This is an optimization exercise on Yosys and OpenROAD, whose aim is a short achievable clock period and few clock cycles, not a production implementation.
At most, simulation tests tie the RTL to the original design; equivalence was not proved.
The RTL of run 3 was laid out without a check of its function.
Power and IR drop assume default switching activity.

==> flow/design.v <==
package y86_pkg;
    typedef logic [63:0] word_t;
    typedef logic [3:0]  reg_id_t;
    typedef enum logic [2:0] {
        s_bub = 3'h0,
        s_aok = 3'h1,
        s_hlt = 3'h2,
        s_adr = 3'h3,
        s_ins = 3'h4
    } stat_t;
    typedef struct packed {
        reg_id_t dst_e;
        word_t   val_e;
        reg_id_t dst_m;
        word_t   val_m;
    } reg_write_t;
endpackage
module y86_lo (
    input  logic [31:0] d1,      
    input  logic [31:0] d1_n,    
    input  logic [31:0] d2,      
    input  logic [31:0] d2_n,
    input  logic [31:0] a,       
    input  logic [31:0] aa,
    input  logic [31:0] b,
    input  logic        a1, a2, b1, b2,
    input  logic        sub, f_and, f_xor, rr,
    output logic [31:0] la,
    output logic [31:0] lb,
    output logic [31:0] lo,      
    output logic        c32,     
    output logic        zlo,     
    output logic        adr_lo,  
    output logic [63:0] sel      
);
    logic [31:0] laa;
    logic [33:0] sumc;
    logic [31:0] zero_ok;
    assign la  = ({32{a1}} & d1) | ({32{a2}} & d2) | ({32{!(a1 || a2)}} & a);
    assign laa = ({32{a1 && !sub}} & d1) | ({32{a1 && sub}} & d1_n) |
                 ({32{a2 && !sub}} & d2) | ({32{a2 && sub}} & d2_n) |
                 ({32{!(a1 || a2)}} & aa);
    assign lb  = ({32{b1}} & d1) | ({32{b2}} & d2) | ({32{!(b1 || b2)}} & b);
    assign sumc   = {1'b0, lb, 1'b1} + {1'b0, laa, sub};
    assign c32    = sumc[33];
    logic [8:0]  lo_c;
    logic [31:9] hi_ok;
    always_comb begin
        lo_c[0] = la[0] & lb[0];
        for (int i = 1; i < 9; i++)
            lo_c[i] = (la[i] & lb[i]) | ((la[i] | lb[i]) & lo_c[i-1]);
    end
    assign hi_ok[9] = (la[9] ^ lb[9]) == lo_c[8];
    for (genvar i = 10; i < 32; i++) begin : g_ah
        assign hi_ok[i] = (la[i] ^ lb[i]) == (la[i-1] | lb[i-1]);
    end
    assign adr_lo = !(&hi_ok);
    always_comb begin
        if (f_and)      lo = lb & la;
        else if (f_xor) lo = lb ^ la;
        else if (rr)    lo = la;
        else            lo = sumc[32:1];
    end
    assign zero_ok[0] = (lb[0] ^ laa[0]) == sub;
    for (genvar i = 1; i < 32; i++) begin : g_z
        assign zero_ok[i] = (lb[i] ^ laa[i]) == (lb[i-1] | laa[i-1]);
    end
    always_comb begin
        if (f_and)      zlo = (lb & la) == 32'h0;
        else if (f_xor) zlo = lb == la;
        else            zlo = &zero_ok;
    end
    logic c3;
    assign c3 = (la[2] & lb[2]) | ((la[2] | lb[2]) &
                ((la[1] & lb[1]) | ((la[1] | lb[1]) & (la[0] & lb[0]))));
    always_comb begin
        for (int k = 0; k < 64; k++) begin
            logic [5:0] kk;
            logic       m;
            kk = 6'(k);
            m  = ((la[3] ^ lb[3] ^ kk[0]) == c3);
            for (int j = 1; j < 6; j++) begin
                m = m & ((la[3+j] ^ lb[3+j] ^ kk[j]) ==
                         ((la[2+j] & lb[2+j]) | ((la[2+j] | lb[2+j]) & !kk[j-1])));
            end
            sel[k] = m;
        end
    end
endmodule
module y86_pipeline (
    input  logic                clock,
    input  logic                reset,
    output y86_pkg::word_t      imem_addr,
    input  logic [79:0]         imem_bytes,
    output y86_pkg::reg_write_t reg_write,
    output y86_pkg::stat_t      stat
);
    localparam logic [3:0] RNONE = 4'hf;
    logic [63:0] pc_out;         
    logic [63:0] pc_p1;          
    logic [63:0] rf [15];        
    logic [14:0] rf_v;           
    logic [3:0]  w_dst;          
    logic [63:0] dmem [64];      
    logic        cc_zf;          
    logic        cc_lt;
    logic        l_valid;
    logic        l_op, l_sub, l_and, l_xor;
    logic        l_rr;           
    logic        l_rrc;          
    logic        l_ir, l_mr, l_rm;
    logic        l_jl;           
    logic        l_jh;           
    logic        l_pred;         
    logic [63:0] l_alt;          
    logic [63:0] l_alt_p1;
    logic        l_halt, l_bad;
    logic [3:0]  l_ifun;
    logic [3:0]  l_dst;          
    logic [63:0] l_a;            
    logic [63:0] l_aa;           
    logic [63:0] l_b;            
    logic [63:0] l_sd;           
    logic        l_a1, l_a2;     
    logic        l_b1, l_b2;
    logic        l_s1, l_s2;     
    logic [31:0] l_last;         
    logic [31:0] l_last_n;       
    logic [31:0] l_last_b;       
    logic [31:0] l_last_bn;
    logic        h_valid;
    logic        h_op, h_sub, h_and, h_xor;
    logic        h_rr, h_rrc;
    logic        h_ir, h_mr, h_rm;
    logic        h_jh;
    logic        h_pred;
    logic [63:0] h_alt;
    logic [63:0] h_alt_p1;
    logic [3:0]  h_ifun;
    logic [3:0]  h_dst;
    logic [31:0] h_lo;           
    logic [31:0] h_lo_b;         
    logic        h_c32;          
    logic        h_zlo;          
    logic        h_adr_lo;       
    logic [63:0] h_sel;          
    logic [31:0] h_a, h_aa, h_b; 
    logic [63:0] h_sd;
    logic        h_a1, h_a2, h_b1, h_b2, h_s1, h_s2;
    logic [63:0] h_res;          
    logic [63:0] h_res2;         
    logic [63:0] h_res_n;        
    logic [63:0] h_res2_n;
    logic        hp_kz, hp_kl;   
    logic        hp_zf, hp_lt;
    logic [3:0]  o_dst_e;
    logic [63:0] o_val_e;
    logic [3:0]  o_dst_m;
    logic [63:0] o_val_m;
    logic [2:0]  o_stat;
    assign imem_addr       = pc_out;
    assign reg_write.dst_e = o_dst_e;
    assign reg_write.val_e = o_val_e;
    assign reg_write.dst_m = o_dst_m;
    assign reg_write.val_m = o_val_m;
    assign stat            = y86_pkg::stat_t'(o_stat);
    function automatic logic cond(input logic [3:0] fn, input logic zf, input logic lt);
        case (fn)
            4'd0:    cond = 1'b1;
            4'd1:    cond = lt | zf;
            4'd2:    cond = lt;
            4'd3:    cond = zf;
            4'd4:    cond = !zf;
            4'd5:    cond = !lt;
            4'd6:    cond = !lt && !zf;
            default: cond = 1'b0;
        endcase
    endfunction
    function automatic logic cond_known(input logic [3:0] fn, input logic kz,
                                        input logic kl, input logic zf);
        case (fn)
            4'd1, 4'd6: cond_known = (kz && kl) || (kz && zf);
            4'd2, 4'd5: cond_known = kl;
            4'd3, 4'd4: cond_known = kz;
            default:    cond_known = 1'b1;
        endcase
    endfunction
    logic        h_cnd;          
    logic [31:0] ha, haa, hb;
    logic [33:0] h_sumc;
    logic [32:0] h_sum;          
    logic [31:0] h_hi;
    logic [31:0] h_lo_v;
    logic [63:0] h_full;
    logic [31:0] h_zero_ok;
    logic        h_zf, h_lt;
    logic        h_adr;
    logic [63:0] h_ld;
    logic [63:0] h_wval;
    logic [63:0] h_sdv;
    logic        h_mis;          
    assign h_cnd = !h_rrc || cond(h_ifun, cc_zf, cc_lt);
    assign ha  = ({32{h_a1}} & h_res[63:32]) | ({32{h_a2}} & h_res2[63:32]) |
                 ({32{!(h_a1 || h_a2)}} & h_a);
    assign haa = ({32{h_a1 && !h_sub}} & h_res[63:32])  | ({32{h_a1 && h_sub}} & h_res_n[63:32]) |
                 ({32{h_a2 && !h_sub}} & h_res2[63:32]) | ({32{h_a2 && h_sub}} & h_res2_n[63:32]) |
                 ({32{!(h_a1 || h_a2)}} & h_aa);
    assign hb  = ({32{h_b1}} & h_res[63:32]) | ({32{h_b2}} & h_res2[63:32]) |
                 ({32{!(h_b1 || h_b2)}} & h_b);
    assign h_sumc = {1'b0, hb, 1'b1} + {1'b0, haa, h_c32};
    assign h_sum  = h_sumc[33:1];
    always_comb begin
        if (h_and)      h_hi = hb & ha;
        else if (h_xor) h_hi = hb ^ ha;
        else if (h_rr)  h_hi = h_cnd ? ha : hb;
        else            h_hi = h_sum[31:0];
    end
    assign h_lo_v = h_cnd ? h_lo : h_lo_b;
    assign h_full = {h_hi, h_lo_v};
    assign h_zero_ok[0] = (hb[0] ^ haa[0]) == h_c32;
    for (genvar i = 1; i < 32; i++) begin : g_hz
        assign h_zero_ok[i] = (hb[i] ^ haa[i]) == (hb[i-1] | haa[i-1]);
    end
    always_comb begin
        if (h_and) begin
            h_zf = h_zlo && (hb & ha) == 32'h0;
            h_lt = hb[31] & ha[31];
        end else if (h_xor) begin
            h_zf = h_zlo && hb == ha;
            h_lt = hb[31] ^ ha[31];
        end else begin
            h_zf = h_zlo && (&h_zero_ok);
            h_lt = hb[31] ^ haa[31] ^ h_sum[32];
        end
    end
    assign h_adr = (h_mr || h_rm) && (h_adr_lo || !(&h_zero_ok));
    always_comb begin
        h_ld = 64'h0;
        for (int k = 0; k < 64; k++) begin
            if (h_sel[k]) h_ld = h_ld | dmem[k];
        end
    end
    assign h_wval = h_mr ? h_ld : h_full;
    assign h_sdv  = h_s1 ? h_res : h_s2 ? h_res2 : h_sd;
    assign h_mis = h_valid && h_jh && (cond(h_ifun, cc_zf, cc_lt) != h_pred);
    logic        l_1b;           
    logic [31:0] la, lb;
    logic [31:0] l_lo;
    logic        l_c32;
    logic        l_zlo;
    logic        l_adr_lo;
    logic [63:0] l_sel;
    logic        l_mis;          
    assign l_1b = !h_cnd;
    logic [31:0] la_v [2], lb_v [2], lo_v [2];
    logic [1:0]  c32_v, zlo_v, adr_lo_v;
    logic [63:0] sel_v [2];
    for (genvar v = 0; v < 2; v++) begin : g_lo
        y86_lo u_lo (
            .d1     (v ? l_last_b : l_last),
            .d1_n   (v ? l_last_bn : l_last_n),
            .d2     (h_res[31:0]),
            .d2_n   (h_res_n[31:0]),
            .a      (l_a[31:0]),
            .aa     (l_aa[31:0]),
            .b      (l_b[31:0]),
            .a1     (l_a1),
            .a2     (l_a2),
            .b1     (l_b1),
            .b2     (l_b2),
            .sub    (l_sub),
            .f_and  (l_and),
            .f_xor  (l_xor),
            .rr     (l_rr),
            .la     (la_v[v]),
            .lb     (lb_v[v]),
            .lo     (lo_v[v]),
            .c32    (c32_v[v]),
            .zlo    (zlo_v[v]),
            .adr_lo (adr_lo_v[v]),
            .sel    (sel_v[v])
        );
    end
    assign la       = la_v[l_1b];
    assign lb       = lb_v[l_1b];
    assign l_lo     = lo_v[l_1b];
    assign l_c32    = c32_v[l_1b];
    assign l_zlo    = zlo_v[l_1b];
    assign l_adr_lo = adr_lo_v[l_1b];
    assign l_sel    = sel_v[l_1b];
    assign l_mis = l_valid && l_jl && (cond(l_ifun, cc_zf, cc_lt) != l_pred) && !h_mis;
    logic [63:0] p_ok;
    logic        p_zf, p_lt, p_kz, p_kl;
    assign p_ok[0] = (l_b[0] ^ l_aa[0]) == l_sub;
    for (genvar i = 1; i < 64; i++) begin : g_pz
        assign p_ok[i] = (l_b[i] ^ l_aa[i]) == (l_b[i-1] | l_aa[i-1]);
    end
    always_comb begin
        if (l_and)      p_zf = (l_b & l_a) == 64'h0;
        else if (l_xor) p_zf = l_b == l_a;
        else            p_zf = &p_ok;
    end
    assign p_kz = !(l_a1 || l_a2 || l_b1 || l_b2);
    assign p_kl = p_kz && (l_and || l_xor || (l_sub && p_zf));
    assign p_lt = l_and ? (l_b[63] & l_a[63]) : l_xor ? (l_b[63] ^ l_a[63]) : 1'b0;
    logic [3:0]  f_icode;
    logic [3:0]  f_ifun;
    logic [3:0]  f_ra;
    logic [3:0]  f_rb;
    logic        f_halt, f_rr, f_rrc, f_ir, f_rm, f_mr, f_op, f_j, f_bad, f_sub;
    logic        f_usea;         
    logic        f_useb;         
    logic [63:0] f_valc;
    logic [63:0] f_rfa;
    logic [63:0] f_rfb;
    logic [63:0] f_opa;
    logic [63:0] f_opb;
    logic        f_a1, f_a2, f_b1, f_b2;
    logic        f_stall;        
    logic        f_go;           
    assign f_icode = imem_bytes[7:4];
    assign f_ifun  = imem_bytes[3:0];
    assign f_ra    = imem_bytes[15:12];
    assign f_rb    = imem_bytes[11:8];
    assign f_valc  = imem_bytes[79:16];
    assign f_halt = f_icode == 4'h0;
    assign f_rr   = f_icode == 4'h2;
    assign f_rrc  = f_rr && f_ifun != 4'h0;
    assign f_ir   = f_icode == 4'h3;
    assign f_rm   = f_icode == 4'h4;
    assign f_mr   = f_icode == 4'h5;
    assign f_op   = f_icode == 4'h6;
    assign f_j    = f_icode == 4'h7;
    assign f_bad  = f_icode[3];
    assign f_sub  = f_op && f_ifun == 4'h1;
    assign f_usea = f_rr || f_op || f_rm;
    assign f_useb = f_op || f_rm || f_mr || f_rrc;
    assign f_a1 = f_ra != RNONE && f_ra == l_dst;
    assign f_a2 = f_ra != RNONE && f_ra == h_dst && !f_a1;
    assign f_b1 = f_rb != RNONE && f_rb == l_dst;
    assign f_b2 = f_rb != RNONE && f_rb == h_dst && !f_b1;
    assign f_stall = l_mr && ((f_usea && f_a1) || (f_useb && f_b1));
    assign f_go    = !f_stall && !l_mis && !h_mis;
    always_comb begin
        f_rfa = 64'h0;
        f_rfb = 64'h0;
        for (int i = 0; i < 15; i++) begin
            if (f_ra == 4'(i) && f_ra != w_dst && rf_v[i]) f_rfa = f_rfa | rf[i];
            if (f_rb == 4'(i) && f_rb != w_dst && rf_v[i]) f_rfb = f_rfb | rf[i];
        end
        if (f_ra != RNONE && f_ra == w_dst) f_rfa = f_rfa | h_res;
        if (f_rb != RNONE && f_rb == w_dst) f_rfb = f_rfb | h_res;
    end
    assign f_opa = (f_rr || f_op) ? f_rfa : f_valc;
    assign f_opb = f_useb ? f_rfb : 64'h0;
    logic f_kz, f_kl, f_zf, f_lt;
    always_comb begin
        if (l_op) begin
            f_kz = p_kz;  f_kl = p_kl;  f_zf = p_zf;  f_lt = p_lt;
        end else if (h_op) begin
            f_kz = hp_kz; f_kl = hp_kl; f_zf = hp_zf; f_lt = hp_lt;
        end else begin
            f_kz = 1'b1;  f_kl = 1'b1;  f_zf = cc_zf; f_lt = cc_lt;
        end
    end
    logic f_taken;
    logic f_pred;                
    assign f_taken = f_j && cond(f_ifun, f_kz && f_zf, f_kl && f_lt);
    assign f_pred  = f_j && !cond_known(f_ifun, f_kz, f_kl, f_zf);
    logic [63:0] pc_p2, pc_p3, pc_p9, pc_p10, pc_p11;
    logic [63:0] f_seq, f_seq_p1;
    logic [63:0] f_dest, f_dest_p1;
    assign pc_p2  = pc_p1 + 64'd1;
    assign pc_p3  = pc_p1 + 64'd2;
    assign pc_p9  = pc_p1 + 64'd8;
    assign pc_p10 = pc_p1 + 64'd9;
    assign pc_p11 = pc_p1 + 64'd10;
    always_comb begin
        if (f_rr || f_op) begin
            f_seq = pc_p2;  f_seq_p1 = pc_p3;
        end else if (f_ir || f_rm || f_mr) begin
            f_seq = pc_p10; f_seq_p1 = pc_p11;
        end else if (f_j) begin
            f_seq = pc_p9;  f_seq_p1 = pc_p10;
        end else begin
            f_seq = pc_p1;  f_seq_p1 = pc_p2;
        end
    end
    assign f_dest    = imem_bytes[71:8];
    assign f_dest_p1 = f_dest + 64'd1;
    always_ff @(posedge clock) begin
        if (reset) begin
            pc_out <= 64'h0;
            pc_p1  <= 64'd1;
        end else if (h_mis) begin
            pc_out <= h_alt;
            pc_p1  <= h_alt_p1;
        end else if (l_mis) begin
            pc_out <= l_alt;
            pc_p1  <= l_alt_p1;
        end else if (!f_stall) begin
            pc_out <= f_taken ? f_dest : f_seq;
            pc_p1  <= f_taken ? f_dest_p1 : f_seq_p1;
        end
    end
    always_ff @(posedge clock) begin
        if (reset || !f_go) begin
            l_valid <= 1'b0;
            l_op    <= 1'b0;
            l_sub   <= 1'b0;
            l_and   <= 1'b0;
            l_xor   <= 1'b0;
            l_rr    <= 1'b0;
            l_rrc   <= 1'b0;
            l_ir    <= 1'b0;
            l_mr    <= 1'b0;
            l_rm    <= 1'b0;
            l_jl    <= 1'b0;
            l_jh    <= 1'b0;
            l_halt  <= 1'b0;
            l_bad   <= 1'b0;
            l_dst   <= RNONE;
            l_a1    <= 1'b0;
            l_a2    <= 1'b0;
            l_b1    <= 1'b0;
            l_b2    <= 1'b0;
            l_s1    <= 1'b0;
            l_s2    <= 1'b0;
        end else begin
            l_valid <= 1'b1;
            l_op    <= f_op;
            l_sub   <= f_sub;
            l_and   <= f_op && f_ifun == 4'h2;
            l_xor   <= f_op && f_ifun == 4'h3;
            l_rr    <= f_rr;
            l_rrc   <= f_rrc;
            l_ir    <= f_ir;
            l_mr    <= f_mr;
            l_rm    <= f_rm;
            l_jl    <= f_pred && !l_op;
            l_jh    <= f_pred && l_op;
            l_halt  <= f_halt;
            l_bad   <= f_bad;
            l_dst   <= (f_rr || f_ir || f_op) ? f_rb : (f_mr ? f_ra : RNONE);
            l_a1    <= (f_rr || f_op) && f_a1;
            l_a2    <= (f_rr || f_op) && f_a2;
            l_b1    <= f_useb && f_b1;
            l_b2    <= f_useb && f_b2;
            l_s1    <= f_rm && f_a1;
            l_s2    <= f_rm && f_a2;
        end
    end
    always_ff @(posedge clock) begin
        l_ifun    <= f_ifun;
        l_pred    <= f_taken;
        l_alt     <= f_taken ? f_seq : f_dest;
        l_alt_p1  <= f_taken ? f_seq_p1 : f_dest_p1;
        l_a       <= f_opa;
        l_aa      <= f_sub ? ~f_opa : f_opa;
        l_b       <= f_opb;
        l_sd      <= f_rfa;
        l_last    <= l_lo;
        l_last_n  <= ~l_lo;
        l_last_b  <= lb;
        l_last_bn <= ~lb;
    end
    always_ff @(posedge clock) begin
        if (reset || !l_valid || h_mis) begin
            h_valid <= 1'b0;
            h_op    <= 1'b0;
            h_sub   <= 1'b0;
            h_and   <= 1'b0;
            h_xor   <= 1'b0;
            h_rr    <= 1'b0;
            h_rrc   <= 1'b0;
            h_ir    <= 1'b0;
            h_mr    <= 1'b0;
            h_rm    <= 1'b0;
            h_jh    <= 1'b0;
            h_dst   <= RNONE;
        end else begin
            h_valid <= 1'b1;
            h_op    <= l_op;
            h_sub   <= l_sub;
            h_and   <= l_and;
            h_xor   <= l_xor;
            h_rr    <= l_rr;
            h_rrc   <= l_rrc;
            h_ir    <= l_ir;
            h_mr    <= l_mr;
            h_rm    <= l_rm;
            h_jh    <= l_jh;
            h_dst   <= l_dst;
        end
    end
    always_ff @(posedge clock) begin
        h_ifun   <= l_ifun;
        h_pred   <= l_pred;
        h_alt    <= l_alt;
        h_alt_p1 <= l_alt_p1;
        h_lo     <= l_lo;
        h_lo_b   <= lb;
        h_c32    <= l_c32;
        h_zlo    <= l_zlo;
        h_adr_lo <= l_adr_lo;
        h_sel    <= l_sel;
        h_a      <= l_a[63:32];
        h_aa     <= l_aa[63:32];
        h_b      <= l_b[63:32];
        h_sd     <= l_sd;
        h_a1     <= l_a1;
        h_a2     <= l_a2;
        h_b1     <= l_b1;
        h_b2     <= l_b2;
        h_s1     <= l_s1;
        h_s2     <= l_s2;
        h_res    <= h_wval;
        h_res2   <= h_res;
        h_res_n  <= ~h_wval;
        h_res2_n <= h_res_n;
        hp_kz    <= p_kz;
        hp_kl    <= p_kl;
        hp_zf    <= p_zf;
        hp_lt    <= p_lt;
    end
    always_ff @(posedge clock) begin
        if (reset) begin
            cc_zf <= 1'b1;
            cc_lt <= 1'b0;
        end else if (h_op) begin
            cc_zf <= h_zf;
            cc_lt <= h_lt;
        end
    end
    always_ff @(posedge clock) begin
        if (reset) begin
            w_dst <= RNONE;
            rf_v  <= 15'h0;
        end else begin
            w_dst <= h_dst;
            if (w_dst != RNONE) rf_v[w_dst] <= 1'b1;
        end
    end
    always_ff @(posedge clock) begin
        if (w_dst != RNONE) rf[w_dst] <= h_res;
    end
    always_ff @(posedge clock) begin
        for (int k = 0; k < 64; k++) begin
            if (h_rm && h_sel[k]) dmem[k] <= h_sdv;
        end
    end
    always_ff @(posedge clock) begin
        if (reset) begin
            o_stat  <= 3'd1;
            o_dst_e <= RNONE;
            o_dst_m <= RNONE;
        end else if (o_stat != 3'd1) begin
            o_dst_e <= RNONE;
            o_dst_m <= RNONE;
        end else begin
            o_dst_e <= (h_ir || h_op || (h_rr && h_cnd)) ? h_dst : RNONE;
            o_dst_m <= (h_mr && !h_adr) ? h_dst : RNONE;
            if (h_adr)                 o_stat <= 3'd3;
            else if (l_bad && !h_mis)  o_stat <= 3'd4;
            else if (l_halt && !h_mis) o_stat <= 3'd2;
        end
    end
    always_ff @(posedge clock) begin
        o_val_e <= h_full;
        o_val_m <= h_ld;
    end
endmodule
==> flow/flow/run.sh <==
#!/bin/bash
# The standard layout, with slow many-input cells (nor3/nor4/or3/or4 and
# the 311/41/2111 and-or gates) added to the platform's don't-use list, for
# synthesis and for timing repair alike.
set -euo pipefail
DU="$(cat flow/dontuse.txt)"
bash standard.sh "DONT_USE_CELLS=$DU" finish > standard.log 2>&1
==> flow/flow/dontuse.txt <==
sky130_fd_sc_hd__probe_p_8 sky130_fd_sc_hd__probec_p_8 sky130_fd_sc_hd__lpflow_bleeder_1 sky130_fd_sc_hd__lpflow_clkbufkapwr_1 sky130_fd_sc_hd__lpflow_clkbufkapwr_16 sky130_fd_sc_hd__lpflow_clkbufkapwr_2 sky130_fd_sc_hd__lpflow_clkbufkapwr_4 sky130_fd_sc_hd__lpflow_clkbufkapwr_8 sky130_fd_sc_hd__lpflow_clkinvkapwr_1 sky130_fd_sc_hd__lpflow_clkinvkapwr_16 sky130_fd_sc_hd__lpflow_clkinvkapwr_2 sky130_fd_sc_hd__lpflow_clkinvkapwr_4 sky130_fd_sc_hd__lpflow_clkinvkapwr_8 sky130_fd_sc_hd__lpflow_decapkapwr_12 sky130_fd_sc_hd__lpflow_decapkapwr_3 sky130_fd_sc_hd__lpflow_decapkapwr_4 sky130_fd_sc_hd__lpflow_decapkapwr_6 sky130_fd_sc_hd__lpflow_decapkapwr_8 sky130_fd_sc_hd__lpflow_inputiso0n_1 sky130_fd_sc_hd__lpflow_inputiso0p_1 sky130_fd_sc_hd__lpflow_inputiso1n_1 sky130_fd_sc_hd__lpflow_inputiso1p_1 sky130_fd_sc_hd__lpflow_inputisolatch_1 sky130_fd_sc_hd__lpflow_isobufsrc_1 sky130_fd_sc_hd__lpflow_isobufsrc_16 sky130_fd_sc_hd__lpflow_isobufsrc_2 sky130_fd_sc_hd__lpflow_isobufsrc_4 sky130_fd_sc_hd__lpflow_isobufsrc_8 sky130_fd_sc_hd__lpflow_isobufsrckapwr_16 sky130_fd_sc_hd__lpflow_lsbuf_lh_hl_isowell_tap_1 sky130_fd_sc_hd__lpflow_lsbuf_lh_hl_isowell_tap_2 sky130_fd_sc_hd__lpflow_lsbuf_lh_hl_isowell_tap_4 sky130_fd_sc_hd__lpflow_lsbuf_lh_isowell_4 sky130_fd_sc_hd__lpflow_lsbuf_lh_isowell_tap_1 sky130_fd_sc_hd__lpflow_lsbuf_lh_isowell_tap_2 sky130_fd_sc_hd__lpflow_lsbuf_lh_isowell_tap_4 sky130_fd_sc_hd__fill_1 sky130_fd_sc_hd__fill_2 sky130_fd_sc_hd__fill_4 sky130_fd_sc_hd__fill_8  sky130_fd_sc_hd__a2111o_1 sky130_fd_sc_hd__a2111o_2 sky130_fd_sc_hd__a2111o_4 sky130_fd_sc_hd__a2111oi_0 sky130_fd_sc_hd__a2111oi_1 sky130_fd_sc_hd__a2111oi_2 sky130_fd_sc_hd__a2111oi_4 sky130_fd_sc_hd__a311o_1 sky130_fd_sc_hd__a311o_2 sky130_fd_sc_hd__a311o_4 sky130_fd_sc_hd__a311oi_1 sky130_fd_sc_hd__a311oi_2 sky130_fd_sc_hd__a311oi_4 sky130_fd_sc_hd__a41o_1 sky130_fd_sc_hd__a41o_2 sky130_fd_sc_hd__a41o_4 sky130_fd_sc_hd__a41oi_1 sky130_fd_sc_hd__a41oi_2 sky130_fd_sc_hd__a41oi_4 sky130_fd_sc_hd__nor3_1 sky130_fd_sc_hd__nor3_2 sky130_fd_sc_hd__nor3_4 sky130_fd_sc_hd__nor3b_1 sky130_fd_sc_hd__nor3b_2 sky130_fd_sc_hd__nor3b_4 sky130_fd_sc_hd__nor4_1 sky130_fd_sc_hd__nor4_2 sky130_fd_sc_hd__nor4_4 sky130_fd_sc_hd__nor4b_1 sky130_fd_sc_hd__nor4b_2 sky130_fd_sc_hd__nor4b_4 sky130_fd_sc_hd__nor4bb_1 sky130_fd_sc_hd__nor4bb_2 sky130_fd_sc_hd__nor4bb_4 sky130_fd_sc_hd__o2111a_1 sky130_fd_sc_hd__o2111a_2 sky130_fd_sc_hd__o2111a_4 sky130_fd_sc_hd__o2111ai_1 sky130_fd_sc_hd__o2111ai_2 sky130_fd_sc_hd__o2111ai_4 sky130_fd_sc_hd__o311a_1 sky130_fd_sc_hd__o311a_2 sky130_fd_sc_hd__o311a_4 sky130_fd_sc_hd__o311ai_0 sky130_fd_sc_hd__o311ai_1 sky130_fd_sc_hd__o311ai_2 sky130_fd_sc_hd__o311ai_4 sky130_fd_sc_hd__o41a_1 sky130_fd_sc_hd__o41a_2 sky130_fd_sc_hd__o41a_4 sky130_fd_sc_hd__o41ai_1 sky130_fd_sc_hd__o41ai_2 sky130_fd_sc_hd__o41ai_4 sky130_fd_sc_hd__or3_1 sky130_fd_sc_hd__or3_2 sky130_fd_sc_hd__or3_4 sky130_fd_sc_hd__or3b_1 sky130_fd_sc_hd__or3b_2 sky130_fd_sc_hd__or3b_4 sky130_fd_sc_hd__or4_1 sky130_fd_sc_hd__or4_2 sky130_fd_sc_hd__or4_4 sky130_fd_sc_hd__or4b_1 sky130_fd_sc_hd__or4b_2 sky130_fd_sc_hd__or4b_4 sky130_fd_sc_hd__or4bb_1 sky130_fd_sc_hd__or4bb_2 sky130_fd_sc_hd__or4bb_4 
==> flow/standard.sh <==
#!/bin/bash
# synth_recipe.tcl (not shown) runs the flow's synth.tcl, then flattens the netlist and writes it again
# the make line also repeats each setting of config.mk as NAME=value (left out here)
make -C /OpenROAD-flow-scripts/flow DESIGN_CONFIG=/design/flow/config.mk WORK_HOME=/design/flow/orfs CLKGATE_MAP_FILE= SYNTH_SCRIPT=/design/flow/synth_recipe.tcl "${@:-finish}"
==> flow/config.mk <==
export PLATFORM = sky130hd
export DESIGN_NAME = y86_pipeline
export DESIGN_NICKNAME = y86_pipeline
export VERILOG_FILES = /design/flow/design.v
export SDC_FILE = /design/flow/constraint.sdc
export NUM_CORES = 8
export LEC_CHECK = 0
export CAP_MARGIN = 20
export CORE_MARGIN = 2
export CORE_UTILIZATION = 40
export PLACE_DENSITY = 0.6
export SETUP_SLACK_MARGIN = 5
export SLEW_MARGIN = 20
export TNS_END_PERCENT = 100
==> flow/constraint.sdc <==
create_clock -name core_clock -period 9.0 [get_ports {clock}]
set_input_delay 1.8000 -clock core_clock [delete_from_list [all_inputs] [get_ports {clock}]]
set_output_delay 1.8000 -clock core_clock [all_outputs]
set_load 0.01 [all_outputs]
==> summary.txt, run 1 <==
* Status: complete, but fails checks
* SO Faults: antenna violations
* CTS tree: yes
* Clk buf depth at 4
* Hold/Removal Path Class: flip-flop to flip-flop
* Die area at 654,000 um^2
* Ys async rst share at 0
* Top layer in use: met5
* CP Data Arrival Time at 5.29 ns
* Minimum clock period at 4.33 ns
* Hold path startpoint: l_sd[7]
* Reg clk slew, reported paths at 0.06 ns
* Worst VDD drop at 0.216 mV
* Sequential area share after synthesis at 0.697
* Mapped cell area at 259,000 um^2
* Count leader, synth: edfxtp_1
* Largest family of logic cells by synthesized area: compound AO/OA/AOI/OAI gates
* LEAKAGE at 105 nW
* Yosys top cell by area: edfxtp_1
* Synth top cells by count: edfxtp_1, a22oi_1, dfxtp_1, nor2_1, nand2_1
* I/O Pins at 285
* Critical R2R Capture: o_val_e[63]
* Core Footprint at 645,000 um^2
* Detail Placement HPWL at 713,000 um
* Worst Path Required at 9.95 ns
* Synth area leaders: edfxtp_1, dfxtp_1, a22oi_1
* Filler cells at 55,761
* Pwr dens at 218 nW/um^2
* Die span in y at 809 um
* WL final at 1,270,000 um
* TNS Setup at 0 ns
* DRC errors left at 0
* Max frequency at 0.231 GHz
* Largest net degree at the start of global routing at 90
* Total CTS buffers at 667
* Post-Syn Nets at 19,040
* Remaining global-route overflow at 0
* EDFF count, synth at 5,056
* Worst relative slew slack at 0.141
* Top flop regs: dmem (4096), rf (960)
* # rows at 295
* Total Routing Usage GR at 0.366
* Vias at 200,391
* Max-cap violations at 0
* Synth Register Bits at 6,494
* Post-synthesis mux area share at 0.0170
* Worst hold endpoint: h_sd[7]
* IO Port Bufs at 284
* Share of cells above drive strength 1 at 0.162
* CTS H-tree depth at 6
* DRT antenna net count at 1
* Synthesis-to-finish area growth at 18.4%
* Synth Area in XOR/XNOR at 0.0199
* Sink Count at 6,494
* Final worst-path cycle share at 0.482
* Post-layout total power at 66.8 mW
* Biggest register: dmem
* Post-Synth Adder-Cell Area at 0.0242
* Met3 wire len at 218,000 um
* CP endpoint kind: flip-flop
* Top_reg_cell synth: edfxtp_1
* Crit path kind: flip-flop to flip-flop
* Final estimated routing congestion in global placement at 1.02
* Final hold vios at 0
* Startpoint types: flip-flop
* Global-route wire length before repair at 1,640,000 um
* WHS Path Cells at 0
* Final Slew Violations at 0
* CP max FO at 12
* Post-synthesis simple-gate area fraction at 0.0694
* Post-synthesis compound-gate area fraction at 0.145
* Root Driver: clkbuf_16
* Cells after Synth at 18,460
* Initial antenna violation count at 137
* CTS Hold Bufs at 0
* DR pass1 iterations at 14
* Final nets at 19,790
* Avg Inst Size Synth at 14.0 um^2
* R2r startpoint: h_a1
* Chip Width at 809 um
* RSZ-0062 raised after global routing: true
* Number of DRC markers in iteration 0 at 42,538
* Post-synth cell types at 79
* M1 WL at 430,000 um
* Final Setup Violations at 0
* Initial core utilization at 0.402
* YS warnings at 8
* Vias in the first global route at 179,652
* Met2 WL at 518,000 um
* DR vias/cell at 7.02
* Share of the synthesized area in the top cell type at 0.586
* Worst-Skew Late Latency at 1.21 ns
* Flop-to-flop setup slack at 4.67 ns
* Max FFs per register at 4,096
* WL/cell at 44.5 um
* Worst reg-to-reg path cell count at 15
* Fin Clk Skew at 0.115 ns
* Slew @ Worst Pin at 1.29 ns
## layout make-up
type,instances,area (um^2),share of cell area
repair inverters,1,6.26,0.0000204
clock buffers,871,18200,0.0593
flip-flops and latches,6494,181000,0.590
multi-input cells,10157,77200,0.252
clock inverters,360,3690,0.0120
well taps,8613,10800,0.0351
diodes,153,383,0.00125
repair buffers,1259,12900,0.0421
inverters,630,2420,0.00789
## cell families after synthesis
family,after synthesis
fa+ha+maj,498
mux,400
buf+inv,1848
simple gates,3583
xor+xnor,588
flops,6494
compound gates,5049
## per-stage QoR
step	hold WS (ns)	util	cells	instance area, um^2	worst slack, ns
after global placement	0.310	0.424	26675	274000	2.55
after global routing	0.296	0.475	28397	306000	4.69
after floorplan	0.310	-	18460	259000	4.81
final	0.292	0.475	28538	307000	4.67
after detailed placement	0.312	0.425	26677	274000	2.77
after CTS	0.309	0.468	28170	302000	4.88
## worst max path at each step
stage                  start            to  cells past startpoint
2_1_floorplan           l_a1  l_last_n[25]                     18
3_3_place_gp   imem_bytes[6]     pc_p1[14]                     12
3_5_place_dp   imem_bytes[6]    pc_out[22]                      8
4_1_cts                cc_lt      h_res[6]                     10
5_1_grt                 h_a1   o_val_e[56]                     16
6_report                h_a1   o_val_e[63]                     15
## placed cells by master, fill, tap and decap left out, types with 215 or more instances in the layout
master,n
edfxtp_1,5056
a22oi_1,2335
dfxtp_1,1263
nor2_1,1020
nand2_1,866
buf_4,716
nand4_1,715
clkbuf_16,709
inv_1,606
ha_1,397
a22o_1,396
xor2_1,359
a21oi_1,328
a221oi_1,296
clkdlybuf4s50_1,265
o21ai_0,225
and4_1,215
## repair_timing
item                                    in CTS  in global routing
pin swaps                                  175                260
endpoints found under the setup margin    1152                540
gates resized for setup                    731                537
setup buffers                              213                175
gates cloned                                49                 39
hold endpoints to repair                     0                  0
## power breakdown
part	internal, mW	leakage, nW	switching (mW)
Combinational	1.59	36.3	3.79
Clock	15.6	10.6	12.5
Sequential	32.7	58.5	0.650
Total	49.9	105	17.0
## worst max-delay path, stage by stage, from the launching register on
cell	delay [ns]
dfxtp_4	0.44
buf_12	0.19
buf_16	0.17
a22o_1	0.26
a221o_1	0.39
ha_4	0.24
a21o_1	0.21
a21o_1	0.17
a21o_1	0.19
a21o_1	0.17
a21o_1	0.20
a22oi_2	0.29
a31oi_4	0.18
nand4_1	0.15
nand3_2	0.13
a21boi_4	0.69
## metal layers
| layer | up-vias | track usage |
|---|---|---|
| li1 | 74359 | - |
| met1 | 99935 | 0.467 |
| met2 | 20898 | 0.523 |
| met3 | 5113 | 0.145 |
| met4 | 86 | 0.223 |
| met5 | - | 0 |
Testbench counts, summed over its fixed seeds: cycles 41,812.
==> run 2: changes to the inputs <==
--- a/flow/config.mk
+++ b/flow/config.mk
@@ -11,4 +11,4 @@
 export PLACE_DENSITY = 0.6
 export SETUP_SLACK_MARGIN = 5
 export SLEW_MARGIN = 20
-export TNS_END_PERCENT = 100
+export TNS_END_PERCENT = 0
==> summary.txt, run 2 <==
* Clk buf depth at 4 (unchanged)
* DR pass1 iterations at 12 (was 14)
* Global-route wire length before repair at 1,630,000 um (was 1,640,000 um)
* Initial antenna violation count at 152 (was 137)
* WP buf/inv at 1 (was 2)
* Count leader, synth: edfxtp_1 (unchanged)
* DRC errors left at 0 (unchanged)
* Worst VDD drop at 0.258 mV (was 0.216 mV)
* Delay-heaviest family, CP: compound AO/OA/AOI/OAI gates (unchanged)
* Startpoint types: flip-flop (unchanged)
* Chip Width at 809 um (unchanged)
* Pwr dens at 221 nW/um^2 (was 218 nW/um^2)
* IO Port Bufs at 284 (unchanged)
* CTS tree: yes (unchanged)
* Synthesis-to-finish area growth at 16.1% (was 18.4%)
* Synth Register Bits at 6,494 (unchanged)
* Vias in the first global route at 177,676 (was 179,652)
* Post-synth cell types at 79 (unchanged)
* Fin Clk Skew at 0.134 ns (was 0.115 ns)
* RSZ-0062 raised after global routing: true (unchanged)
* Mapped cell area at 259,000 um^2 (unchanged)
* Post-Syn Nets at 19,040 (unchanged)
* Core Footprint at 645,000 um^2 (unchanged)
* Max FFs per register at 4,096 (unchanged)
* Detail Placement HPWL at 715,000 um (was 713,000 um)
* CP max FO at 22 (was 12)
* Placed cell area at 274,000 um^2 (about the same)
* Share of cells above drive strength 1 at 0.137 (was 0.162)
* Sink Count at 6,494 (unchanged)
* TNS Setup at 0 ns (unchanged)
* Final hold vios at 0 (unchanged)
* Synth area leaders: edfxtp_1, dfxtp_1, a22oi_1 (unchanged)
* CTS Hold Bufs at 0 (unchanged)
* # rows at 295 (unchanged)
* Share of the synthesized area in the top cell type at 0.586 (unchanged)
* Seq. cell area at 181,000 um^2 (about the same)
* Final hold slack at 0.322 ns (was 0.292 ns)
* LEAKAGE at 103 nW (was 105 nW)
* DRT antenna net count at 0 (was 1)
* Post-Synth Adder-Cell Area at 0.0242 (unchanged)
* Hold/Removal Path Class: flip-flop to flip-flop (unchanged)
* CP peak stage delay at 0.86 ns (was 0.69 ns)
* Most frequent CP cell: nand4_1 (was a21o_1)
* Biggest register: dmem (unchanged)
* Filler cells at 56,466 (was 55,761)
* Synth Area in XOR/XNOR at 0.0199 (unchanged)
* I/O Pins at 285 (unchanged)
* Initial core utilization at 0.402 (unchanged)
* Top_reg_cell synth: edfxtp_1 (unchanged)
* Crit path kind: flip-flop to flip-flop (unchanged)
* Final core utilization at 0.466 (was 0.475)
* Remaining global-route overflow at 0 (unchanged)
* WL/cell at 44.4 um (was 44.5 um)
* Area of the multi-input gates at 74,600 um^2 (was 77,200 um^2)
* Largest net degree at the start of global routing at 92 (was 90)
* Minimum clock period at 4.48 ns (was 4.33 ns)
* Commonest non-fill, non-tap cells in the layout: edfxtp_1, a22oi_1, dfxtp_1 (unchanged)
* YS warnings at 8 (unchanged)
* Final estimated routing congestion in global placement at 0.986 (was 1.02)
* Root Driver: clkbuf_16 (unchanged)
* Status: timing/DRC/antenna clean (was complete, but fails checks)
* Number of DRC markers in iteration 0 at 42,075 (was 42,538)
* Final worst-path cycle share at 0.497 (was 0.482)
* Slowest stage cell on the critical path: a22oi_1 (was a21boi_4)
* Most common cell after layout, fill and taps aside: edfxtp_1 (unchanged)
* Avg Inst Size Synth at 14.0 um^2 (unchanged)
* Slew @ Worst Pin at 1.40 ns (was 1.29 ns)
* Critical Path, Cell by Cell: nor2_4 -> buf_4 -> a22oi_1 -> nand2_1 -> ha_1 -> xor2_1 -> nand4_1 -> nor2_1 -> nand4_1 -> o32a_2 (was buf_12 -> buf_16 -> a22o_1 -> a221o_1 -> ha_4 -> a21o_1 -> a21o_1 -> a21o_1 -> a21o_1 -> a21o_1 -> a22oi_2 -> a31oi_4 -> nand4_1 -> nand3_2 -> a21boi_4)
* Yosys top cell by area: edfxtp_1 (unchanged)
* Max frequency at 0.223 GHz (was 0.231 GHz)
* Largest family of logic cells by synthesized area: compound AO/OA/AOI/OAI gates (unchanged)
* Post-synthesis simple-gate area fraction at 0.0694 (unchanged)
* Reg clk slew, reported paths at 0.07 ns (was 0.06 ns)
* Vias at 197,129 (was 200,391)
* WL final at 1,250,000 um (was 1,270,000 um)
* Final nets at 19,529 (was 19,790)
* Sequential area share after synthesis at 0.697 (unchanged)
* Total CTS buffers at 672 (was 667)
* Final Instance Area at 301,000 um^2 (was 307,000 um^2)
* Total Routing Usage GR at 0.366 (about the same)
* Worst Path Required at 10.03 ns (was 9.95 ns)
* Ys async rst share at 0 (unchanged)
* CP Data Arrival Time at 5.51 ns (was 5.29 ns)
* DR vias/cell at 6.97 (was 7.02)
* Die span in y at 809 um (unchanged)
* Final Slew Violations at 0 (unchanged)
* Final Setup Violations at 0 (unchanged)
* Synth top cells by count: edfxtp_1, a22oi_1, dfxtp_1, nor2_1, nand2_1 (unchanged)
* Top flop regs: dmem (4096), rf (960) (unchanged)
* EDFF count, synth at 5,056 (unchanged)
* Cells after Synth at 18,460 (unchanged)
* Worst relative slew slack at 0.0697 (was 0.141)
* CTS H-tree depth at 6 (unchanged)
* CP endpoint kind: flip-flop (unchanged)
* Die area at 654,000 um^2 (unchanged)
* Post-synthesis compound-gate area fraction at 0.145 (unchanged)
* Worst-Skew Late Latency at 1.22 ns (was 1.21 ns)
* Post-layout total power at 66.6 mW (was 66.8 mW)
* Post-synthesis mux area share at 0.0170 (unchanged)
* Max-cap violations at 0 (unchanged)
-- run 2: changes by cell type in the layout (fill, tap and decap cells not counted), moves of 27 or more --
cell / delta
a21oi_1: +32
buf_12: -47
buf_4: -122
buf_6: -53
ha_1: +50
ha_4: -54
mux2_2: +27
mux2_4: -27
o21ai_0: +36
-- run 2: final timing paths --
kind | endpoint | depth (start not counted) | slack [ns] | from
setup / recovery | h_adr_lo | 10 | 4.52 | l_a2
hold / removal | h_sd[20] | 0 | 0.32 | l_sd[20]
setup reg to reg | h_adr_lo | 10 | 4.52 | l_a2
hold reg to reg | h_sd[20] | 0 | 0.32 | l_sd[20]
-- run 2: routing by layer --
metal / GRT usage / routed length (um)
met1: 0.475 / 435000
met2: 0.519 / 510000
met3: 0.143 / 212000
met4: 0.213 / 95800
met5: 0.00679 / 1400
-- run 2: what timing repair did --
action | CTS | global route
resized for setup | 463 | 212
pin swaps | 78 | 73
setup endpoints to repair | 783 | 633
cloned | 34 | 11
buffers inserted | 114 | 62
-- run 2: area by class of cell --
type / instances / area share
Multi-Input combinational cell: 10143 / 0.248
Clock buffer: 884 / 0.0604
Antenna cell: 150 / 0.00125
Inverter: 630 / 0.00806
Sequential cell: 6494 / 0.602
Timing Repair Buffer: 1007 / 0.0325
Clock inverter: 360 / 0.0122
Tap cell: 8613 / 0.0358
Timing Repair inverter: 1 / 0.0000374
-- run 2: kinds of logic (layout without fill, tap and decap cells) --
logic type,Yosys count,count (layout)
muxes,400,400
adders and majority gates,498,498
DFF,6494,6494
buffers and inverters,1848,2882
xor gates and xnor gates,588,588
and+or+nand+nor,3583,3608
other,0,150
AOI/OAI and AO/OA,5049,5049
-- run 2: stage by stage --
| step | worst slack, ns | std cells |
|---|---|---|
| finish | 4.52 | 28282 |
| global route | 4.67 | 28191 |
| CTS | 4.79 | 28059 |
| detailed placement | 2.66 | 26667 |
| global placement | 2.64 | 26664 |
| floorplan | 4.52 | 18460 |
-- run 2: power by group --
group          leakage [nW]  internal [mW]  total (mW)  switching [mW]
logic                  34.1           1.47        5.11            3.65
registers              58.5           32.7        33.5           0.716
clock network          10.6           15.6        28.1            12.5
total                   103           49.8        66.6            16.8
==> run 3: changes to the inputs <==
--- a/flow/design.v
+++ b/flow/design.v
@@ -23,8 +23,11 @@
     input  logic [31:0] a,       
     input  logic [31:0] aa,
     input  logic [31:0] b,
-    input  logic        a1, a2, b1, b2,
-    input  logic        sub, f_and, f_xor, rr,
+    input  logic [2:0]  sa,      
+    input  logic [4:0]  saa,     
+    input  logic [2:0]  sb,      
+    input  logic        cin,     
+    input  logic [3:0]  sr,      
     output logic [31:0] la,
     output logic [31:0] lb,
     output logic [31:0] lo,      
@@ -36,13 +39,20 @@
     logic [31:0] laa;
     logic [33:0] sumc;
     logic [31:0] zero_ok;
-    assign la  = ({32{a1}} & d1) | ({32{a2}} & d2) | ({32{!(a1 || a2)}} & a);
-    assign laa = ({32{a1 && !sub}} & d1) | ({32{a1 && sub}} & d1_n) |
-                 ({32{a2 && !sub}} & d2) | ({32{a2 && sub}} & d2_n) |
-                 ({32{!(a1 || a2)}} & aa);
-    assign lb  = ({32{b1}} & d1) | ({32{b2}} & d2) | ({32{!(b1 || b2)}} & b);
-    assign sumc   = {1'b0, lb, 1'b1} + {1'b0, laa, sub};
-    assign c32    = sumc[33];
+    assign la  = ({32{sa[0]}} & d1) | ({32{sa[1]}} & d2) | ({32{sa[2]}} & a);
+    assign laa = ({32{saa[0]}} & d1) | ({32{saa[1]}} & d1_n) |
+                 ({32{saa[2]}} & d2) | ({32{saa[3]}} & d2_n) | ({32{saa[4]}} & aa);
+    assign lb  = ({32{sb[0]}} & d1) | ({32{sb[1]}} & d2) | ({32{sb[2]}} & b);
+    assign sumc = {1'b0, lb, 1'b1} + {1'b0, laa, cin};
+    assign c32  = sumc[33];
+    assign lo = ({32{sr[0]}} & sumc[32:1]) | ({32{sr[1]}} & (lb & la)) |
+                ({32{sr[2]}} & (lb ^ la))  | ({32{sr[3]}} & la);
+    assign zero_ok[0] = (lb[0] ^ laa[0]) == cin;
+    for (genvar i = 1; i < 32; i++) begin : g_z
+        assign zero_ok[i] = (lb[i] ^ laa[i]) == (lb[i-1] | laa[i-1]);
+    end
+    assign zlo = (sr[1] && (lb & la) == 32'h0) || (sr[2] && lb == la) ||
+                 (sr[0] && (&zero_ok));
     logic [8:0]  lo_c;
     logic [31:9] hi_ok;
     always_comb begin
@@ -55,21 +65,6 @@
         assign hi_ok[i] = (la[i] ^ lb[i]) == (la[i-1] | lb[i-1]);
     end
     assign adr_lo = !(&hi_ok);
-    always_comb begin
-        if (f_and)      lo = lb & la;
-        else if (f_xor) lo = lb ^ la;
-        else if (rr)    lo = la;
-        else            lo = sumc[32:1];
-    end
-    assign zero_ok[0] = (lb[0] ^ laa[0]) == sub;
-    for (genvar i = 1; i < 32; i++) begin : g_z
-        assign zero_ok[i] = (lb[i] ^ laa[i]) == (lb[i-1] | laa[i-1]);
-    end
-    always_comb begin
-        if (f_and)      zlo = (lb & la) == 32'h0;
-        else if (f_xor) zlo = lb == la;
-        else            zlo = &zero_ok;
-    end
     logic c3;
     assign c3 = (la[2] & lb[2]) | ((la[2] | lb[2]) &
                 ((la[1] & lb[1]) | ((la[1] | lb[1]) & (la[0] & lb[0]))));
@@ -96,10 +91,8 @@
     output y86_pkg::stat_t      stat
 );
     localparam logic [3:0] RNONE = 4'hf;
-    logic [63:0] pc_out;         
-    logic [63:0] pc_p1;          
+    logic [63:0] pc;             
     logic [63:0] rf [15];        
-    logic [14:0] rf_v;           
     logic [3:0]  w_dst;          
     logic [63:0] dmem [64];      
     logic        cc_zf;          
@@ -113,7 +106,6 @@
     logic        l_jh;           
     logic        l_pred;         
     logic [63:0] l_alt;          
-    logic [63:0] l_alt_p1;
     logic        l_halt, l_bad;
     logic [3:0]  l_ifun;
     logic [3:0]  l_dst;          
@@ -124,6 +116,10 @@
     logic        l_a1, l_a2;     
     logic        l_b1, l_b2;
     logic        l_s1, l_s2;     
+    logic [2:0]  l_sa;           
+    logic [4:0]  l_saa;
+    logic [2:0]  l_sb;
+    logic [3:0]  l_sr;
     logic [31:0] l_last;         
     logic [31:0] l_last_n;       
     logic [31:0] l_last_b;       
@@ -135,7 +131,6 @@
     logic        h_jh;
     logic        h_pred;
     logic [63:0] h_alt;
-    logic [63:0] h_alt_p1;
     logic [3:0]  h_ifun;
     logic [3:0]  h_dst;
     logic [31:0] h_lo;           
@@ -146,7 +141,11 @@
     logic [63:0] h_sel;          
     logic [31:0] h_a, h_aa, h_b; 
     logic [63:0] h_sd;
-    logic        h_a1, h_a2, h_b1, h_b2, h_s1, h_s2;
+    logic [2:0]  h_sa;           
+    logic [4:0]  h_saa;
+    logic [2:0]  h_sb;
+    logic [2:0]  h_ss;
+    logic [3:0]  h_sr;
     logic [63:0] h_res;          
     logic [63:0] h_res2;         
     logic [63:0] h_res_n;        
@@ -158,7 +157,7 @@
     logic [3:0]  o_dst_m;
     logic [63:0] o_val_m;
     logic [2:0]  o_stat;
-    assign imem_addr       = pc_out;
+    assign imem_addr       = pc;
     assign reg_write.dst_e = o_dst_e;
     assign reg_write.val_e = o_val_e;
     assign reg_write.dst_m = o_dst_m;
@@ -188,7 +187,6 @@
     logic        h_cnd;          
     logic [31:0] ha, haa, hb;
     logic [33:0] h_sumc;
-    logic [32:0] h_sum;          
     logic [31:0] h_hi;
     logic [31:0] h_lo_v;
     logic [63:0] h_full;
@@ -200,21 +198,17 @@
     logic [63:0] h_sdv;
     logic        h_mis;          
     assign h_cnd = !h_rrc || cond(h_ifun, cc_zf, cc_lt);
-    assign ha  = ({32{h_a1}} & h_res[63:32]) | ({32{h_a2}} & h_res2[63:32]) |
-                 ({32{!(h_a1 || h_a2)}} & h_a);
-    assign haa = ({32{h_a1 && !h_sub}} & h_res[63:32])  | ({32{h_a1 && h_sub}} & h_res_n[63:32]) |
-                 ({32{h_a2 && !h_sub}} & h_res2[63:32]) | ({32{h_a2 && h_sub}} & h_res2_n[63:32]) |
-                 ({32{!(h_a1 || h_a2)}} & h_aa);
-    assign hb  = ({32{h_b1}} & h_res[63:32]) | ({32{h_b2}} & h_res2[63:32]) |
-                 ({32{!(h_b1 || h_b2)}} & h_b);
+    assign ha  = ({32{h_sa[0]}} & h_res[63:32]) | ({32{h_sa[1]}} & h_res2[63:32]) |
+                 ({32{h_sa[2]}} & h_a);
+    assign haa = ({32{h_saa[0]}} & h_res[63:32])  | ({32{h_saa[1]}} & h_res_n[63:32]) |
+                 ({32{h_saa[2]}} & h_res2[63:32]) | ({32{h_saa[3]}} & h_res2_n[63:32]) |
+                 ({32{h_saa[4]}} & h_aa);
+    assign hb  = ({32{h_sb[0]}} & h_res[63:32]) | ({32{h_sb[1]}} & h_res2[63:32]) |
+                 ({32{h_sb[2]}} & h_b);
     assign h_sumc = {1'b0, hb, 1'b1} + {1'b0, haa, h_c32};
-    assign h_sum  = h_sumc[33:1];
-    always_comb begin
-        if (h_and)      h_hi = hb & ha;
-        else if (h_xor) h_hi = hb ^ ha;
-        else if (h_rr)  h_hi = h_cnd ? ha : hb;
-        else            h_hi = h_sum[31:0];
-    end
+    assign h_hi = ({32{h_sr[0]}} & h_sumc[32:1]) | ({32{h_sr[1]}} & (hb & ha)) |
+                  ({32{h_sr[2]}} & (hb ^ ha))    |
+                  ({32{h_sr[3] && h_cnd}} & ha)  | ({32{h_sr[3] && !h_cnd}} & hb);
     assign h_lo_v = h_cnd ? h_lo : h_lo_b;
     assign h_full = {h_hi, h_lo_v};
     assign h_zero_ok[0] = (hb[0] ^ haa[0]) == h_c32;
@@ -230,7 +224,7 @@
             h_lt = hb[31] ^ ha[31];
         end else begin
             h_zf = h_zlo && (&h_zero_ok);
-            h_lt = hb[31] ^ haa[31] ^ h_sum[32];
+            h_lt = hb[31] ^ haa[31] ^ h_sumc[33];
         end
     end
     assign h_adr = (h_mr || h_rm) && (h_adr_lo || !(&h_zero_ok));
@@ -241,10 +235,10 @@
         end
     end
     assign h_wval = h_mr ? h_ld : h_full;
-    assign h_sdv  = h_s1 ? h_res : h_s2 ? h_res2 : h_sd;
+    assign h_sdv  = ({64{h_ss[0]}} & h_res) | ({64{h_ss[1]}} & h_res2) | ({64{h_ss[2]}} & h_sd);
     assign h_mis = h_valid && h_jh && (cond(h_ifun, cc_zf, cc_lt) != h_pred);
     logic        l_1b;           
-    logic [31:0] la, lb;
+    logic [31:0] lb;
     logic [31:0] l_lo;
     logic        l_c32;
     logic        l_zlo;
@@ -264,14 +258,11 @@
             .a      (l_a[31:0]),
             .aa     (l_aa[31:0]),
             .b      (l_b[31:0]),
-            .a1     (l_a1),
-            .a2     (l_a2),
-            .b1     (l_b1),
-            .b2     (l_b2),
-            .sub    (l_sub),
-            .f_and  (l_and),
-            .f_xor  (l_xor),
-            .rr     (l_rr),
+            .sa     (l_sa),
+            .saa    (l_saa),
+            .sb     (l_sb),
+            .cin    (l_sub),
+            .sr     (l_sr),
             .la     (la_v[v]),
             .lb     (lb_v[v]),
             .lo     (lo_v[v]),
@@ -281,7 +272,6 @@
             .sel    (sel_v[v])
         );
     end
-    assign la       = la_v[l_1b];
     assign lb       = lb_v[l_1b];
     assign l_lo     = lo_v[l_1b];
     assign l_c32    = c32_v[l_1b];
@@ -308,14 +298,19 @@
     logic [3:0]  f_ra;
     logic [3:0]  f_rb;
     logic        f_halt, f_rr, f_rrc, f_ir, f_rm, f_mr, f_op, f_j, f_bad, f_sub;
+    logic        f_and, f_xor;
     logic        f_usea;         
     logic        f_useb;         
+    logic        f_opa_r;        
     logic [63:0] f_valc;
+    logic [63:0] f_rfa_r;
+    logic [63:0] f_rfb_r;
     logic [63:0] f_rfa;
     logic [63:0] f_rfb;
     logic [63:0] f_opa;
     logic [63:0] f_opb;
     logic        f_a1, f_a2, f_b1, f_b2;
+    logic        f_sa1, f_sa2, f_sb1, f_sb2;
     logic        f_stall;        
     logic        f_go;           
     assign f_icode = imem_bytes[7:4];
@@ -333,25 +328,32 @@
     assign f_j    = f_icode == 4'h7;
     assign f_bad  = f_icode[3];
     assign f_sub  = f_op && f_ifun == 4'h1;
-    assign f_usea = f_rr || f_op || f_rm;
-    assign f_useb = f_op || f_rm || f_mr || f_rrc;
+    assign f_and  = f_op && f_ifun == 4'h2;
+    assign f_xor  = f_op && f_ifun == 4'h3;
+    assign f_opa_r = f_rr || f_op;
+    assign f_usea  = f_rr || f_op || f_rm;
+    assign f_useb  = f_op || f_rm || f_mr || f_rrc;
     assign f_a1 = f_ra != RNONE && f_ra == l_dst;
     assign f_a2 = f_ra != RNONE && f_ra == h_dst && !f_a1;
     assign f_b1 = f_rb != RNONE && f_rb == l_dst;
     assign f_b2 = f_rb != RNONE && f_rb == h_dst && !f_b1;
+    assign f_sa1 = f_opa_r && f_a1;
+    assign f_sa2 = f_opa_r && f_a2;
+    assign f_sb1 = f_useb && f_b1;
+    assign f_sb2 = f_useb && f_b2;
     assign f_stall = l_mr && ((f_usea && f_a1) || (f_useb && f_b1));
     assign f_go    = !f_stall && !l_mis && !h_mis;
     always_comb begin
-        f_rfa = 64'h0;
-        f_rfb = 64'h0;
+        f_rfa_r = 64'h0;
+        f_rfb_r = 64'h0;
         for (int i = 0; i < 15; i++) begin
-            if (f_ra == 4'(i) && f_ra != w_dst && rf_v[i]) f_rfa = f_rfa | rf[i];
-            if (f_rb == 4'(i) && f_rb != w_dst && rf_v[i]) f_rfb = f_rfb | rf[i];
+            if (f_ra == 4'(i)) f_rfa_r = f_rfa_r | rf[i];
+            if (f_rb == 4'(i)) f_rfb_r = f_rfb_r | rf[i];
         end
-        if (f_ra != RNONE && f_ra == w_dst) f_rfa = f_rfa | h_res;
-        if (f_rb != RNONE && f_rb == w_dst) f_rfb = f_rfb | h_res;
     end
-    assign f_opa = (f_rr || f_op) ? f_rfa : f_valc;
+    assign f_rfa = (f_ra != RNONE && f_ra == w_dst) ? h_res : f_rfa_r;
+    assign f_rfb = (f_rb != RNONE && f_rb == w_dst) ? h_res : f_rfb_r;
+    assign f_opa = f_opa_r ? f_rfa : f_valc;
     assign f_opb = f_useb ? f_rfb : 64'h0;
     logic f_kz, f_kl, f_zf, f_lt;
     always_comb begin
@@ -367,41 +369,20 @@
     logic f_pred;                
     assign f_taken = f_j && cond(f_ifun, f_kz && f_zf, f_kl && f_lt);
     assign f_pred  = f_j && !cond_known(f_ifun, f_kz, f_kl, f_zf);
-    logic [63:0] pc_p2, pc_p3, pc_p9, pc_p10, pc_p11;
-    logic [63:0] f_seq, f_seq_p1;
-    logic [63:0] f_dest, f_dest_p1;
-    assign pc_p2  = pc_p1 + 64'd1;
-    assign pc_p3  = pc_p1 + 64'd2;
-    assign pc_p9  = pc_p1 + 64'd8;
-    assign pc_p10 = pc_p1 + 64'd9;
-    assign pc_p11 = pc_p1 + 64'd10;
+    logic [63:0] f_seq;
+    logic [63:0] f_dest;
     always_comb begin
-        if (f_rr || f_op) begin
-            f_seq = pc_p2;  f_seq_p1 = pc_p3;
-        end else if (f_ir || f_rm || f_mr) begin
-            f_seq = pc_p10; f_seq_p1 = pc_p11;
-        end else if (f_j) begin
-            f_seq = pc_p9;  f_seq_p1 = pc_p10;
-        end else begin
-            f_seq = pc_p1;  f_seq_p1 = pc_p2;
-        end
+        if (f_rr || f_op)              f_seq = pc + 64'd2;
+        else if (f_ir || f_rm || f_mr) f_seq = pc + 64'd10;
+        else if (f_j)                  f_seq = pc + 64'd9;
+        else                           f_seq = pc + 64'd1;
     end
-    assign f_dest    = imem_bytes[71:8];
-    assign f_dest_p1 = f_dest + 64'd1;
+    assign f_dest = imem_bytes[71:8];
     always_ff @(posedge clock) begin
-        if (reset) begin
-            pc_out <= 64'h0;
-            pc_p1  <= 64'd1;
-        end else if (h_mis) begin
-            pc_out <= h_alt;
-            pc_p1  <= h_alt_p1;
-        end else if (l_mis) begin
-            pc_out <= l_alt;
-            pc_p1  <= l_alt_p1;
-        end else if (!f_stall) begin
-            pc_out <= f_taken ? f_dest : f_seq;
-            pc_p1  <= f_taken ? f_dest_p1 : f_seq_p1;
-        end
+        if (reset)          pc <= 64'h0;
+        else if (h_mis)     pc <= h_alt;
+        else if (l_mis)     pc <= l_alt;
+        else if (!f_stall)  pc <= f_taken ? f_dest : f_seq;
     end
     always_ff @(posedge clock) begin
         if (reset || !f_go) begin
@@ -430,8 +411,8 @@
             l_valid <= 1'b1;
             l_op    <= f_op;
             l_sub   <= f_sub;
-            l_and   <= f_op && f_ifun == 4'h2;
-            l_xor   <= f_op && f_ifun == 4'h3;
+            l_and   <= f_and;
+            l_xor   <= f_xor;
             l_rr    <= f_rr;
             l_rrc   <= f_rrc;
             l_ir    <= f_ir;
@@ -442,19 +423,23 @@
             l_halt  <= f_halt;
             l_bad   <= f_bad;
             l_dst   <= (f_rr || f_ir || f_op) ? f_rb : (f_mr ? f_ra : RNONE);
-            l_a1    <= (f_rr || f_op) && f_a1;
-            l_a2    <= (f_rr || f_op) && f_a2;
-            l_b1    <= f_useb && f_b1;
-            l_b2    <= f_useb && f_b2;
+            l_a1    <= f_sa1;
+            l_a2    <= f_sa2;
+            l_b1    <= f_sb1;
+            l_b2    <= f_sb2;
             l_s1    <= f_rm && f_a1;
             l_s2    <= f_rm && f_a2;
         end
     end
     always_ff @(posedge clock) begin
+        l_sa      <= {!(f_sa1 || f_sa2), f_sa2, f_sa1};
+        l_saa     <= {!(f_sa1 || f_sa2), f_sa2 && f_sub, f_sa2 && !f_sub,
+                      f_sa1 && f_sub, f_sa1 && !f_sub};
+        l_sb      <= {!(f_sb1 || f_sb2), f_sb2, f_sb1};
+        l_sr      <= {f_rr, f_xor, f_and, !(f_rr || f_and || f_xor)};
         l_ifun    <= f_ifun;
         l_pred    <= f_taken;
         l_alt     <= f_taken ? f_seq : f_dest;
-        l_alt_p1  <= f_taken ? f_seq_p1 : f_dest_p1;
         l_a       <= f_opa;
         l_aa      <= f_sub ? ~f_opa : f_opa;
         l_b       <= f_opb;
@@ -494,10 +479,15 @@
         end
     end
     always_ff @(posedge clock) begin
+        h_sa     <= {!(l_a1 || l_a2), l_a2, l_a1};
+        h_saa    <= {!(l_a1 || l_a2), l_a2 && l_sub, l_a2 && !l_sub,
+                     l_a1 && l_sub, l_a1 && !l_sub};
+        h_sb     <= {!(l_b1 || l_b2), l_b2, l_b1};
+        h_ss     <= {!(l_s1 || l_s2), l_s2, l_s1};
+        h_sr     <= l_sr;
         h_ifun   <= l_ifun;
         h_pred   <= l_pred;
         h_alt    <= l_alt;
-        h_alt_p1 <= l_alt_p1;
         h_lo     <= l_lo;
         h_lo_b   <= lb;
         h_c32    <= l_c32;
@@ -508,12 +498,6 @@
         h_aa     <= l_aa[63:32];
         h_b      <= l_b[63:32];
         h_sd     <= l_sd;
-        h_a1     <= l_a1;
-        h_a2     <= l_a2;
-        h_b1     <= l_b1;
-        h_b2     <= l_b2;
-        h_s1     <= l_s1;
-        h_s2     <= l_s2;
         h_res    <= h_wval;
         h_res2   <= h_res;
         h_res_n  <= ~h_wval;
@@ -535,16 +519,13 @@
     always_ff @(posedge clock) begin
         if (reset) begin
             w_dst <= RNONE;
-            rf_v  <= 15'h0;
+            for (int i = 0; i < 15; i++) rf[i] <= 64'h0;
         end else begin
             w_dst <= h_dst;
-            if (w_dst != RNONE) rf_v[w_dst] <= 1'b1;
+            if (w_dst != RNONE) rf[w_dst] <= h_res;
         end
     end
     always_ff @(posedge clock) begin
-        if (w_dst != RNONE) rf[w_dst] <= h_res;
-    end
-    always_ff @(posedge clock) begin
         for (int k = 0; k < 64; k++) begin
             if (h_rm && h_sel[k]) dmem[k] <= h_sdv;
         end
==> summary.txt, run 3 <==
* Status: timing/DRC/antenna clean (unchanged)
* CP max FO at 38 (was 22)
* Die area at 637,000 um^2 (was 654,000 um^2)
* Layout Cells excl Fill at 27,577 (was 28,282)
* Dpl cells at 26,233 (was 26,667)
* Slowest stage cell on the critical path: buf_4 (was a22oi_1)
* Worst-Skew Late Latency at 1.24 ns (was 1.22 ns)
* Worst setup startpoint: h_rm (was l_a2)
* Final worst-path cycle share at 0.531 (was 0.497)
* Avg Inst Size Synth at 13.8 um^2 (was 14.0 um^2)
* Worst reg-to-reg path cell count at 5 (was 10)
* Post-layout total power at 71.3 mW (was 66.6 mW)
* Max frequency at 0.209 GHz (was 0.223 GHz)
* R2r startpoint: h_rm (was l_a2)
* Critical Path, Cell by Cell: buf_4 -> buf_4 -> and2_4 -> buf_4 -> buf_4 (was nor2_4 -> buf_4 -> a22oi_1 -> nand2_1 -> ha_1 -> xor2_1 -> nand4_1 -> nor2_1 -> nand4_1 -> o32a_2)
* Final hold slack at 0.319 ns (was 0.322 ns)
* YS warnings at 8 (unchanged)
* Cells after Synth at 18,232 (was 18,460)
* CP peak stage delay at 0.91 ns (was 0.86 ns)
* Final Slew Violations at 0 (unchanged)
* Share of the synthesized area in the top cell type at 0.602 (was 0.586)
* DRC errors left at 0 (unchanged)
* Final Setup Violations at 0 (unchanged)
* Filler cells at 55,091 (was 56,466)
* Reg clk slew, reported paths at 0.07 ns (about the same)
* IO Port Bufs at 284 (unchanged)
* Commonest non-fill, non-tap cells in the layout: edfxtp_1, a22oi_1, dfxtp_1 (unchanged)
* I/O Pins at 285 (unchanged)
* DR vias/cell at 6.87 (was 6.97)
* Vias at 189,404 (was 197,129)
* Hold path startpoint: l_sd[61] (was l_sd[20])
* WHS Path Cells at 0 (unchanged)
* EDFF count, synth at 5,056 (unchanged)
* Yosys top cell by area: edfxtp_1 (unchanged)
* Worst relative slew slack at 0.0618 (was 0.0697)
* CTS tree: yes (unchanged)
* Fin Clk Skew at 0.133 ns (was 0.134 ns)
* Flop-to-flop setup slack at 4.22 ns (was 4.52 ns)
* Pwr dens at 246 nW/um^2 (was 221 nW/um^2)
* Critical R2R Capture: dmem[1][6] (was h_adr_lo)
* Top_reg_cell synth: edfxtp_1 (unchanged)
* Number of DRC markers in iteration 0 at 40,124 (was 42,075)
* Synth top cells by count: edfxtp_1, a22oi_1, dfxtp_1, and2_1, clkbuf_1 (was edfxtp_1, a22oi_1, dfxtp_1, nor2_1, nand2_1)
* DR pass1 iterations at 14 (was 12)
* Final estimated routing congestion in global placement at 0.987 (was 0.986)
* WL/cell at 43.5 um (was 44.4 um)
* Synth area leaders: edfxtp_1, dfxtp_1, a22oi_1 (unchanged)
* Worst Path Required at 9.82 ns (was 10.03 ns)
* Final nets at 19,144 (was 19,529)
## run 3: logic make-up (layout without fill, tap and decap cells)
kind of cell / Yosys count / after routing / synth area share
AOI/OAI and AO/OA: 4649 / 4649 / 0.137
xor gates and xnor gates: 445 / 445 / 0.0154
adders and majority gates: 489 / 489 / 0.0244
buffers and inverters: 1976 / 2878 / 0.0298
DFF: 6311 / 6311 / 0.701
muxes: 126 / 126 / 0.00515
other: 0 / 92 / 0
and+or+nand+nor: 4236 / 4237 / 0.0872
## run 3: worst max path at each step
stage / end / cells past startpoint
floorplan: rf[10][0] / 3
CTS: pc[16] / 13
finish: dmem[1][6] / 5
global placement: pc[56] / 13
detailed placement: pc[56] / 13
global route: o_val_e[58] / 15
## run 3: cell type report
class / count / share of cell area
clock buffer: 864 / 0.0612
timing repair buffer: 948 / 0.0296
tap: 8350 / 0.0361
clock inverter: 350 / 0.0117
sequential: 6311 / 0.613
inverter: 716 / 0.00931
antenna: 92 / 0.000796
multi-input combinational: 9946 / 0.239
## run 3: power breakdown
| group | internal [mW] | total (mW) | leakage (nW) | switching [mW] |
|---|---|---|---|---|
| logic | 2.35 | 9.99 | 31.8 | 7.64 |
| clock network | 14.9 | 27.1 | 10.3 | 12.2 |
| registers | 33.0 | 34.2 | 57.7 | 1.16 |
## run 3: repair_timing
action                                 4_1_cts  5_1_grt
gates resized for setup                     36      153
gates cloned                                 0        3
buffers inserted                            12       20
setup endpoints to repair                 1248     1468
endpoints found under the hold margin        0        0
pin swaps                                    8       23
## run 3: metrics by stage
stage	setup WS [ns]	util
finish	4.22	0.461
global route	4.59	0.460
CTS	4.46	0.459
detailed placement	3.14	0.425
global placement	2.97	0.425
floorplan	3.21	-
## run 3: worst register-to-register path: stages, from the launching register on
cell and delay (ns):
dfxtp_2 0.32, buf_4 0.59, buf_4 1.06, and2_4 0.60, buf_4 0.89, buf_4 0.89
## run 3: routing by layer
layer / global-route usage / routed length, um / vias to the layer above
met5: 0.00330 / 828 / -
met3: 0.133 / 201000 / 4537
met1: 0.457 / 402000 / 94376
met2: 0.518 / 492000 / 19040
li1: - / - / 71364
met4: 0.246 / 105000 / 87

-- afterwards: timing with drivers on the ports --
The flow's constraints put no driver on any port. The routed layouts listed below were extracted and timed again, unchanged, in two steps. Step 1 sets driving cells, clkbuf_16 on the clock port and buf_2 on the other inputs (assumed; they add their load-dependent delay and slew). Step 2 times the ports against the registers' clock, not the clock port: input delays grow and output delays shrink by t, the midpoint of the rising clock arrivals with the driver on. Slacks: ideal / step 1 / step 2; pairs: ideal / step 1.
run | t (ns) | setup slack, ns
run 1 | 1.293 | 4.666 / 4.666 / 3.650
run 2 | 1.287 | 4.524 / 4.524 / 3.429
run 3 | 1.305 | 4.218 / 4.218 / 3.256
